From an optimization exercise on the open Yosys and OpenROAD flow, aimed at small area, a short achievable clock period and few clock cycles per item; shortcuts taken in it are not production practice.
Power figures rest on the tool's default switching activity, not on a simulated workload.

==> ember: inputs <==
==> flow/design.v <==
package bspmc_pkg;
  localparam int SocW    = 24;
  localparam int CountW  = 18;
  localparam int VoltW   = 13;
  localparam int SStepW  = 16;
  localparam int CStepW  = 10;
  localparam int ModeW   = 8;
  localparam int SwW     = 7;
  localparam int OpW     = 3;
  localparam int CfgIdxW = 3;
  localparam int CfgDatW = 24;
  localparam int InDatW  = 80;
  localparam int OutDatW = 64;
  localparam logic [SocW-1:0] SOC_ONE = 24'd8388608;
  localparam logic [OpW-1:0] OP_PULSE    = 3'd0;
  localparam logic [OpW-1:0] OP_TICK     = 3'd1;
  localparam logic [OpW-1:0] OP_SET_MODE = 3'd2;
  localparam logic [OpW-1:0] OP_RESTORE  = 3'd3;
  localparam logic [OpW-1:0] OP_INIT_SOC = 3'd4;
  localparam logic [OpW-1:0] OP_ACK      = 3'd5;
  localparam logic [ModeW-1:0] MODE_DETUMBLE  = 8'd0;
  localparam logic [ModeW-1:0] MODE_CRITICAL  = 8'd1;
  localparam logic [ModeW-1:0] MODE_SURVIVAL  = 8'd2;
  localparam logic [ModeW-1:0] MODE_LOW_POWER = 8'd3;
  localparam logic [ModeW-1:0] MODE_IDLE      = 8'd4;
  localparam logic [ModeW-1:0] MODE_NORMAL    = 8'd5;
  localparam logic [ModeW-1:0] MODE_NONE      = 8'd255;
  localparam logic [CfgIdxW-1:0] REG_CRIT_TH     = 3'd0;
  localparam logic [CfgIdxW-1:0] REG_SURV_TH     = 3'd1;
  localparam logic [CfgIdxW-1:0] REG_LOWPWR_TH   = 3'd2;
  localparam logic [CfgIdxW-1:0] REG_CHARGED_MV  = 3'd3;
  localparam logic [CfgIdxW-1:0] REG_SOC_STEP    = 3'd4;
  localparam logic [CfgIdxW-1:0] REG_CHARGE_STEP = 3'd5;
  localparam logic [CfgIdxW-1:0] REG_CAPACITY    = 3'd6;
  localparam logic [SocW-1:0]   RST_CRIT_TH     = 24'd2097152;
  localparam logic [SocW-1:0]   RST_SURV_TH     = 24'd2516582;
  localparam logic [SocW-1:0]   RST_LOWPWR_TH   = 24'd3355443;
  localparam logic [VoltW-1:0]  RST_CHARGED_MV  = 13'd7100;
  localparam logic [SStepW-1:0] RST_SOC_STEP    = 16'd1526;
  localparam logic [CStepW-1:0] RST_CHARGE_STEP = 10'd25;
  localparam logic [CountW-1:0] RST_CAPACITY    = 18'd129600;
  typedef struct packed {
    logic [VoltW-1:0]  voltage_mv;
    logic              charge_dir;
    logic [ModeW-1:0]  mode_value;
    logic [15:0]       mode_primary;
    logic [15:0]       mode_redundant;
    logic [SocW-1:0]   soc_init;
    logic [OpW-1:0]    opcode;
  } in_item_t;
  function automatic logic [SwW-1:0] load_pattern(input logic [ModeW-1:0] m);
    logic [SwW-1:0] p;
    unique case (m)
      MODE_DETUMBLE:  p = 7'h03;
      MODE_CRITICAL:  p = 7'h00;
      MODE_SURVIVAL:  p = 7'h05;
      MODE_LOW_POWER: p = 7'h0F;
      MODE_IDLE:      p = 7'h0D;
      MODE_NORMAL:    p = 7'h1F;
      default:        p = 7'h00;
    endcase
    load_pattern = p;
  endfunction
endpackage
module battery_soc_power_mode_controller
(
  input  logic                clk,
  input  logic                rst,
  input  logic                s_tvalid,
  output logic                s_tready,
  input  logic [bspmc_pkg::OpW-1:0]      s_tuser,
  input  logic [bspmc_pkg::InDatW-1:0]   s_tdata,
  output logic                m_tvalid,
  input  logic                m_tready,
  output logic [bspmc_pkg::OutDatW-1:0]  m_tdata,
  input  logic                cfg_valid,
  output logic                cfg_ready,
  input  logic [bspmc_pkg::CfgIdxW-1:0]  cfg_index,
  input  logic [bspmc_pkg::CfgDatW-1:0]  cfg_data
);
  localparam int SocW   = bspmc_pkg::SocW;
  localparam int CountW = bspmc_pkg::CountW;
  localparam int ModeW  = bspmc_pkg::ModeW;
  localparam int SwW    = bspmc_pkg::SwW;
  logic [SocW-1:0]              crit_th;
  logic [SocW-1:0]              surv_th;
  logic [SocW-1:0]              lowpwr_th;
  logic [bspmc_pkg::VoltW-1:0]  charged_mv;
  logic [bspmc_pkg::SStepW-1:0] soc_step;
  logic [bspmc_pkg::CStepW-1:0] charge_step;
  logic [CountW-1:0]            capacity;
  logic [ModeW-1:0]  current_mode, current_mode_next;
  logic [ModeW-1:0]  applied_mode, applied_mode_next;
  logic [SwW-1:0]    switch_pattern, switch_pattern_next;
  logic [SocW-1:0]   soc_est, soc_est_next;
  logic [CountW-1:0] charge_total, charge_total_next;
  logic              updated, updated_next;
  logic              accept;
  logic [2:0]                  op;
  logic                        dir;
  logic [bspmc_pkg::VoltW-1:0] volt;
  logic [ModeW-1:0]            mval;
  logic [15:0]                 prim, redu;
  logic [SocW-1:0]             sinit;
  assign op    = s_tuser;
  assign dir   = s_tdata[0];
  assign volt  = s_tdata[13:1];
  assign mval  = s_tdata[21:14];
  assign prim  = s_tdata[37:22];
  assign redu  = s_tdata[53:38];
  assign sinit = s_tdata[77:54];
  assign cfg_ready = 1'b1;
  assign s_tready  = !m_tvalid || m_tready;
  assign accept    = s_tvalid && s_tready;
  always_ff @(posedge clk) begin
    if (rst) begin
      crit_th     <= bspmc_pkg::RST_CRIT_TH;
      surv_th     <= bspmc_pkg::RST_SURV_TH;
      lowpwr_th   <= bspmc_pkg::RST_LOWPWR_TH;
      charged_mv  <= bspmc_pkg::RST_CHARGED_MV;
      soc_step    <= bspmc_pkg::RST_SOC_STEP;
      charge_step <= bspmc_pkg::RST_CHARGE_STEP;
      capacity    <= bspmc_pkg::RST_CAPACITY;
    end else if (cfg_valid) begin
      case (cfg_index)
        3'd0: crit_th     <= cfg_data;
        3'd1: surv_th     <= cfg_data;
        3'd2: lowpwr_th   <= cfg_data;
        3'd3: charged_mv  <= cfg_data[bspmc_pkg::VoltW-1:0];
        3'd4: soc_step    <= cfg_data[bspmc_pkg::SStepW-1:0];
        3'd5: charge_step <= cfg_data[bspmc_pkg::CStepW-1:0];
        3'd6: capacity    <= cfg_data[CountW-1:0];
        default: ;
      endcase
    end
  end
  logic [CountW:0]   count_sum;
  logic [CountW:0]   count_dif;
  logic [SocW:0]     soc_sum;
  logic [SocW:0]     soc_dif;
  logic [CountW-1:0] count_up, count_dn;
  logic [SocW-1:0]   soc_up, soc_dn;
  assign count_sum = {1'b0, charge_total} + {{(CountW+1-bspmc_pkg::CStepW){1'b0}}, charge_step};
  assign count_dif = {1'b0, charge_total} - {{(CountW+1-bspmc_pkg::CStepW){1'b0}}, charge_step};
  assign soc_sum   = {1'b0, soc_est} + {{(SocW+1-bspmc_pkg::SStepW){1'b0}}, soc_step};
  assign soc_dif   = {1'b0, soc_est} - {{(SocW+1-bspmc_pkg::SStepW){1'b0}}, soc_step};
  assign count_up = (count_sum > {1'b0, capacity}) ? capacity : count_sum[CountW-1:0];
  assign count_dn = count_dif[CountW] ? '0 : count_dif[CountW-1:0];
  assign soc_up   = (soc_sum > {1'b0, bspmc_pkg::SOC_ONE}) ? bspmc_pkg::SOC_ONE : soc_sum[SocW-1:0];
  assign soc_dn   = soc_dif[SocW] ? '0 : soc_dif[SocW-1:0];
  logic [ModeW-1:0] tick_mode;
  logic             tick_change;
  always_comb begin
    if (soc_est < crit_th)        tick_mode = bspmc_pkg::MODE_CRITICAL;
    else if (soc_est < surv_th)   tick_mode = bspmc_pkg::MODE_SURVIVAL;
    else if (soc_est < lowpwr_th) tick_mode = bspmc_pkg::MODE_LOW_POWER;
    else                          tick_mode = current_mode;
  end
  assign tick_change = (tick_mode != applied_mode);
  always_comb begin
    current_mode_next   = current_mode;
    applied_mode_next   = applied_mode;
    switch_pattern_next = switch_pattern;
    soc_est_next        = soc_est;
    charge_total_next   = charge_total;
    updated_next        = 1'b0;
    case (op)
      3'd0: begin
        if (dir) begin
          charge_total_next = count_up;
          soc_est_next      = soc_up;
        end else begin
          charge_total_next = count_dn;
          soc_est_next      = (volt > charged_mv) ? bspmc_pkg::SOC_ONE : soc_dn;
        end
      end
      3'd1: begin
        current_mode_next = tick_mode;
        if (tick_change) begin
          if (tick_mode <= bspmc_pkg::MODE_NORMAL) begin
            switch_pattern_next = bspmc_pkg::load_pattern(tick_mode);
            updated_next        = 1'b1;
          end
          applied_mode_next = tick_mode;
        end
      end
      3'd2: current_mode_next = mval;
      3'd3: current_mode_next = (prim == redu) ? prim[ModeW-1:0] : bspmc_pkg::MODE_IDLE;
      3'd4: soc_est_next = (sinit > bspmc_pkg::SOC_ONE) ? bspmc_pkg::SOC_ONE : sinit;
      3'd5: applied_mode_next = current_mode;
      default: ;
    endcase
  end
  always_ff @(posedge clk) begin
    if (rst) begin
      current_mode   <= bspmc_pkg::MODE_LOW_POWER;
      applied_mode   <= bspmc_pkg::MODE_NONE;
      switch_pattern <= '0;
      soc_est        <= '0;
      charge_total   <= bspmc_pkg::RST_CAPACITY;
      updated        <= 1'b0;
      m_tvalid       <= 1'b0;
    end else if (accept) begin
      current_mode   <= current_mode_next;
      applied_mode   <= applied_mode_next;
      switch_pattern <= switch_pattern_next;
      soc_est        <= soc_est_next;
      charge_total   <= charge_total_next;
      updated        <= updated_next;
      m_tvalid       <= 1'b1;
    end else if (m_tready) begin
      m_tvalid       <= 1'b0;
    end
  end
  assign m_tdata = {{(bspmc_pkg::OutDatW-59){1'b0}},
                    charge_total,
                    soc_est,
                    updated,
                    switch_pattern,
                    (current_mode != applied_mode),
                    current_mode};
endmodule
==> flow/run.sh <==
#!/bin/bash
# synth_recipe.tcl (not shown) runs the flow's synth.tcl, then flattens the netlist and writes it again
# the make line also repeats each setting of config.mk as NAME=value (left out here)
make -C /OpenROAD-flow-scripts/flow DESIGN_CONFIG=/design/flow/config.mk WORK_HOME=/design/flow/orfs CLKGATE_MAP_FILE= SYNTH_SCRIPT=/design/flow/synth_recipe.tcl finish
==> flow/config.mk <==
export PLATFORM = sky130hd
export DESIGN_NAME = battery_soc_power_mode_controller
export DESIGN_NICKNAME = battery_soc_power_mode_controller
export VERILOG_FILES = /design/flow/design.v
export SDC_FILE = /design/flow/constraint.sdc
export NUM_CORES = 4
export LEC_CHECK = 0
export CAP_MARGIN = 20
export CORE_MARGIN = 2
export CORE_UTILIZATION = 40
export PLACE_DENSITY = 0.6
export SETUP_SLACK_MARGIN = 2.5
export SLEW_MARGIN = 20
export TNS_END_PERCENT = 100
==> flow/constraint.sdc <==
create_clock -name core_clock -period 5.0 [get_ports {clk}]
set_input_delay 1.0000 -clock core_clock [delete_from_list [all_inputs] [get_ports {clk}]]
set_output_delay 1.0000 -clock core_clock [all_outputs]
set_load 0.01 [all_outputs]
==> inputs of pepper, as changes to ember <==
--- a/flow/config.mk
+++ b/flow/config.mk
@@ -11,3 +11,3 @@
 export PLACE_DENSITY = 0.6
-export SETUP_SLACK_MARGIN = 2.5
+export SETUP_SLACK_MARGIN = 2.0
 export SLEW_MARGIN = 20
==> inputs of yarrow, as changes to ember <==
--- a/flow/design.v
+++ b/flow/design.v
@@ -146,5 +146,12 @@
   assign soc_dif   = {1'b0, soc_est} - {{(SocW+1-bspmc_pkg::SStepW){1'b0}}, soc_step};
-  assign count_up = (count_sum > {1'b0, capacity}) ? capacity : count_sum[CountW-1:0];
+  logic [CountW+1:0] count_ovf;
+  assign count_ovf = {2'b0, charge_total}
+                   + {{(CountW+2-bspmc_pkg::CStepW){1'b0}}, charge_step}
+                   + {2'b0, ~capacity} + {1'b0, 1'b1, {CountW{1'b0}}};
+  assign count_up = count_ovf[CountW+1] ? capacity : count_sum[CountW-1:0];
   assign count_dn = count_dif[CountW] ? '0 : count_dif[CountW-1:0];
-  assign soc_up   = (soc_sum > {1'b0, bspmc_pkg::SOC_ONE}) ? bspmc_pkg::SOC_ONE : soc_sum[SocW-1:0];
+  logic [SocW+1:0] soc_ovf;
+  assign soc_ovf = {2'b0, soc_est} + {{(SocW+2-bspmc_pkg::SStepW){1'b0}}, soc_step}
+                 + 26'h17FFFFF;
+  assign soc_up   = soc_ovf[SocW+1] ? bspmc_pkg::SOC_ONE : soc_sum[SocW-1:0];
   assign soc_dn   = soc_dif[SocW] ? '0 : soc_dif[SocW-1:0];
--- a/flow/config.mk
+++ b/flow/config.mk
@@ -11,3 +11,3 @@
 export PLACE_DENSITY = 0.6
-export SETUP_SLACK_MARGIN = 2.5
+export SETUP_SLACK_MARGIN = 2.0
 export SLEW_MARGIN = 20
==> results.txt <==
metric                                                              ember          pepper       yarrow
Beginning of the worst register-to-register path           charge_step[0]  charge_step[0]  soc_est[14]
Sequential cell area share                                          0.202           0.201        0.195
Multi-input combinational area share                                0.545           0.549        0.551
Total met3 wirelength after detailed routing                      3.41 mm         2.74 mm      2.88 mm
Inverters                                                             184             184          239
Delay of the slowest cell on the worst path                       0.37 ns         0.36 ns      0.44 ns
Relative contribution of the clock network to total power           0.352           0.351        0.315
Final critical delay including setup and external delays          4.15 ns         4.08 ns      3.43 ns
Total met2 wirelength after detailed routing                      25.5 mm         24.3 mm      24.7 mm
Net load switching power                                          1320 uW         1310 uW      1530 uW
Result of the run                        no timing/DRC/antenna violations  no timing/DRC/antenna violations  no timing/DRC/antenna violations
Headroom to the max-slew limit                                      0.356           0.317        0.345
Tcrit/Tclk final                                                    0.829           0.815        0.687
Initial antenna violation count                                         1               0            0
Gpl congestion                                                      0.925           0.904        0.889
GRT Resource Usage Total                                            0.281           0.267        0.258
Post-Layout Cell Count                                               2677            2665         2767
Clock latency on the worst-skew pair                              0.46 ns         0.45 ns      0.47 ns
Compound-cell area share of the yosys netlist                       0.263           0.263        0.243
No run of this note included a check of the RTL's function; only the layout flow was run.

## static timing again, ports no longer ideal
In the flow no input, the clock included, has a driving cell. The finished layouts below were timed again as built, in two steps. Step 1 (the two cells are an assumption about what drives the block):
set clk [get_ports {clk}]
set_driving_cell -lib_cell sky130_fd_sc_hd__clkbuf_16 $clk
set_driving_cell -lib_cell sky130_fd_sc_hd__buf_2 [delete_from_list [all_inputs] $clk]
Step 2 adds t to the input delays and takes it off the output delays; t is the mean of the earliest and latest rising clock arrival at the registers after step 1. Input paths then give back, and output paths get back, about the clock's delay inside the block. Slacks: no drivers / after step 1 / after step 2; pairs: no drivers / after step 1.
run | shift t [ns] | setup slack, ns | latest minus earliest clock arrival (ns) | worst slew at a driven data input, ns
ember | 0.512 | 0.854 / 0.854 / 0.854 | 0.015 / 0.015 | 0.07
pepper | 0.496 | 0.924 / 0.924 / 0.924 | 0.011 / 0.011 | 0.07
yarrow | 0.508 | 1.567 / 1.567 / 1.347 | 0.018 / 0.018 | 0.05
After both steps every run listed still meets setup and hold. For yarrow, which loses most, drivers alone change the setup slack by 0.000 ns; drivers and shift together by -0.220 ns.
